What follows belongs to an exercise in optimizing a design on an open flow for small area, a short achievable clock period and few clock cycles per item; a production flow would make more cautious choices. The RTL was checked by simulation tests, not by an equivalence proof against the original design.

==> flow/design.v (excerpt) <==
module des_core
(
	input  logic        clk,
	input  logic        rst,
	input  logic        i_start,
	input  logic        i_mode,
	input  logic [63:0] i_key,
	input  logic [63:0] i_block,
	output logic        o_valid,
	output logic [63:0] o_block
);
export LEC_CHECK = 0
export CAP_MARGIN = 5
export CELL_PAD_IN_SITES_DETAIL_PLACEMENT = 1
export CELL_PAD_IN_SITES_GLOBAL_PLACEMENT = 1
export CORE_MARGIN = 2
export CORE_UTILIZATION = 40
export CTS_BUF_LIST = sky130_fd_sc_hd__clkbuf_4 sky130_fd_sc_hd__clkbuf_8
export SETUP_SLACK_MARGIN = 1.5
export SLEW_MARGIN = 5
create_clock -name core_clock -period 4.0 [get_ports {clk}]
standard.sh (not shown) runs the stock make flow with config.mk's settings and CLKGATE_MAP_FILE= SYNTH_SCRIPT=/design/flow/synth_recipe.tcl, a recipe that flattens the netlist after the stock synthesis.
==> flow/flow/run.sh <==
#!/bin/bash
# Own layout flow: the standard ORFS flow with two changes.
#  1. Synthesis: ORFS's synthesis script unchanged, but with an area-oriented ABC
#     script (flow/abc_map.script) and without the half/full-adder extraction.
#     a222oi is not used: its pins are hard to reach for the router.
#  2. Port buffers: buffer_ports uses the smallest buffer (buf_1).
#  3. Clock tree: clkbuf_4/clkbuf_8 only, and no dummy loads.
# Every tool's output goes to the ORFS logs under orfs/logs and to flow_*.log here.
set -euo pipefail
WORK=$(pwd)
R=$WORK/orfs/results/$FLOW_PLATFORM/des_core/base

# private copy of the ORFS scripts folder for synthesis, with our ABC script
rm -rf "$WORK/synth_scripts"
cp -r "$FLOW_HOME/scripts" "$WORK/synth_scripts"
cp "$WORK/flow/abc_map.script" "$WORK/synth_scripts/abc_area.script"
sed -i 's/^set lib_dont_use_args ""$/set lib_dont_use_args "-dont_use sky130_fd_sc_hd__a222oi_1"/' \
	"$WORK/synth_scripts/synth_preamble.tcl"
grep -q 'a222oi' "$WORK/synth_scripts/synth_preamble.tcl"

SCRIPTS_DIR="$WORK/synth_scripts" ABC_AREA=1 ADDER_MAP_FILE= \
	bash standard.sh synth > "$WORK/flow_synth.log" 2>&1

BUFFER_PORTS_ARGS="-buffer_cell sky130_fd_sc_hd__buf_1" \
	CTS_ARGS="-sink_clustering_enable -repair_clock_nets -buf_list {sky130_fd_sc_hd__clkbuf_4 sky130_fd_sc_hd__clkbuf_8} -dont_use_dummy_load" \
	bash standard.sh > "$WORK/flow_layout.log" 2>&1
==> flow/flow/abc_map.script <==
strash; &get -n; &fraig -x; &put; dc2; strash; &get -n; &dch -f; &nf -R 1000; &put
Testbench counts at the start, summed over its fixed seeds: cycles 43,200, items 2,400.
Next try:
--- a/flow/flow/run.sh
+++ b/flow/flow/run.sh
@@ -6,3 +6,2 @@
 #  2. Port buffers: buffer_ports uses the smallest buffer (buf_1).
-#  3. Clock tree: clkbuf_4/clkbuf_8 only, and no dummy loads.
 # Every tool's output goes to the ORFS logs under orfs/logs and to flow_*.log here.
@@ -24,3 +23,2 @@
 BUFFER_PORTS_ARGS="-buffer_cell sky130_fd_sc_hd__buf_1" \
-	CTS_ARGS="-sink_clustering_enable -repair_clock_nets -buf_list {sky130_fd_sc_hd__clkbuf_4 sky130_fd_sc_hd__clkbuf_8} -dont_use_dummy_load" \
 	bash standard.sh > "$WORK/flow_layout.log" 2>&1
CAP_MARGIN = 20   (was 5)
CELL_PAD_IN_SITES_DETAIL_PLACEMENT = not set   (was 1)
CELL_PAD_IN_SITES_GLOBAL_PLACEMENT = not set   (was 1)
CORE_UTILIZATION = 55   (was 40)
SETUP_SLACK_MARGIN = 1.3   (was 1.5)
SLEW_MARGIN = 20   (was 5)
Sequential cell count does not change; core utilization grows by 17 points; routed wire length falls by 17%; clock skew goes down by 0.034 ns; fmax decreases by 7.3%; non-clock buffer count goes down by 6; cell area decreases by about 3.3%.
Next try:
--- a/flow/flow/run.sh
+++ b/flow/flow/run.sh
@@ -6,2 +6,3 @@
 #  2. Port buffers: buffer_ports uses the smallest buffer (buf_1).
+#  3. Clock tree: clkbuf_4/clkbuf_8 only, and no dummy loads.
 # Every tool's output goes to the ORFS logs under orfs/logs and to flow_*.log here.
@@ -23,2 +24,3 @@
 BUFFER_PORTS_ARGS="-buffer_cell sky130_fd_sc_hd__buf_1" \
+	CTS_ARGS="-sink_clustering_enable -repair_clock_nets -buf_list {sky130_fd_sc_hd__clkbuf_4 sky130_fd_sc_hd__clkbuf_8} -dont_use_dummy_load" \
 	bash standard.sh > "$WORK/flow_layout.log" 2>&1
CAP_MARGIN = 5   (was 20)
CORE_UTILIZATION = 40   (was 55)
SETUP_SLACK_MARGIN = 1.5   (was 1.3)
SLEW_MARGIN = 5   (was 20)
After rerunning:
- clock-buffer cell count does not change
- hold slack loses 0.011 ns
- sequential share of layout area shrinks by 0.43 points
- final area went up by a few percent
- fmax rises by a little under a tenth

[what the ideal ports hide]
In the flow no input, the clock included, has a driving cell. The finished layouts below were timed again as built, in two steps.
Step 1 (the two cells are an assumption about what drives the block):
set clk [get_ports {clk}]
set_driving_cell -lib_cell sky130_fd_sc_hd__clkbuf_16 $clk
set_driving_cell -lib_cell sky130_fd_sc_hd__buf_2 [delete_from_list [all_inputs] $clk]
Step 2 times the ports against the registers' clock, not the clock port: input delays grow and output delays shrink by t, the midpoint of the rising clock arrivals with the driver on.
Three values: ideal ports, drivers, drivers and shift; two values: the first two.
run	shift t [ns]	slack for setup (ns)	worst setup path after step 2	latest minus earliest clock arrival (ns)	pins driven straight from the clock port
the first run	0.487	1.628 / 1.602 / 1.611	input to register	0.049 / 0.049	1
the second run	0.489	1.442 / 1.402 / 1.441	input to register	0.014 / 0.015	1
the third run	0.489	1.611 / 1.611 / 1.439	input to register	0.042 / 0.042	1
After both steps every run listed still meets setup and hold. The setup slack of the third run, which loses most, moves by 0.000 ns with the drivers and by -0.172 ns with both steps.
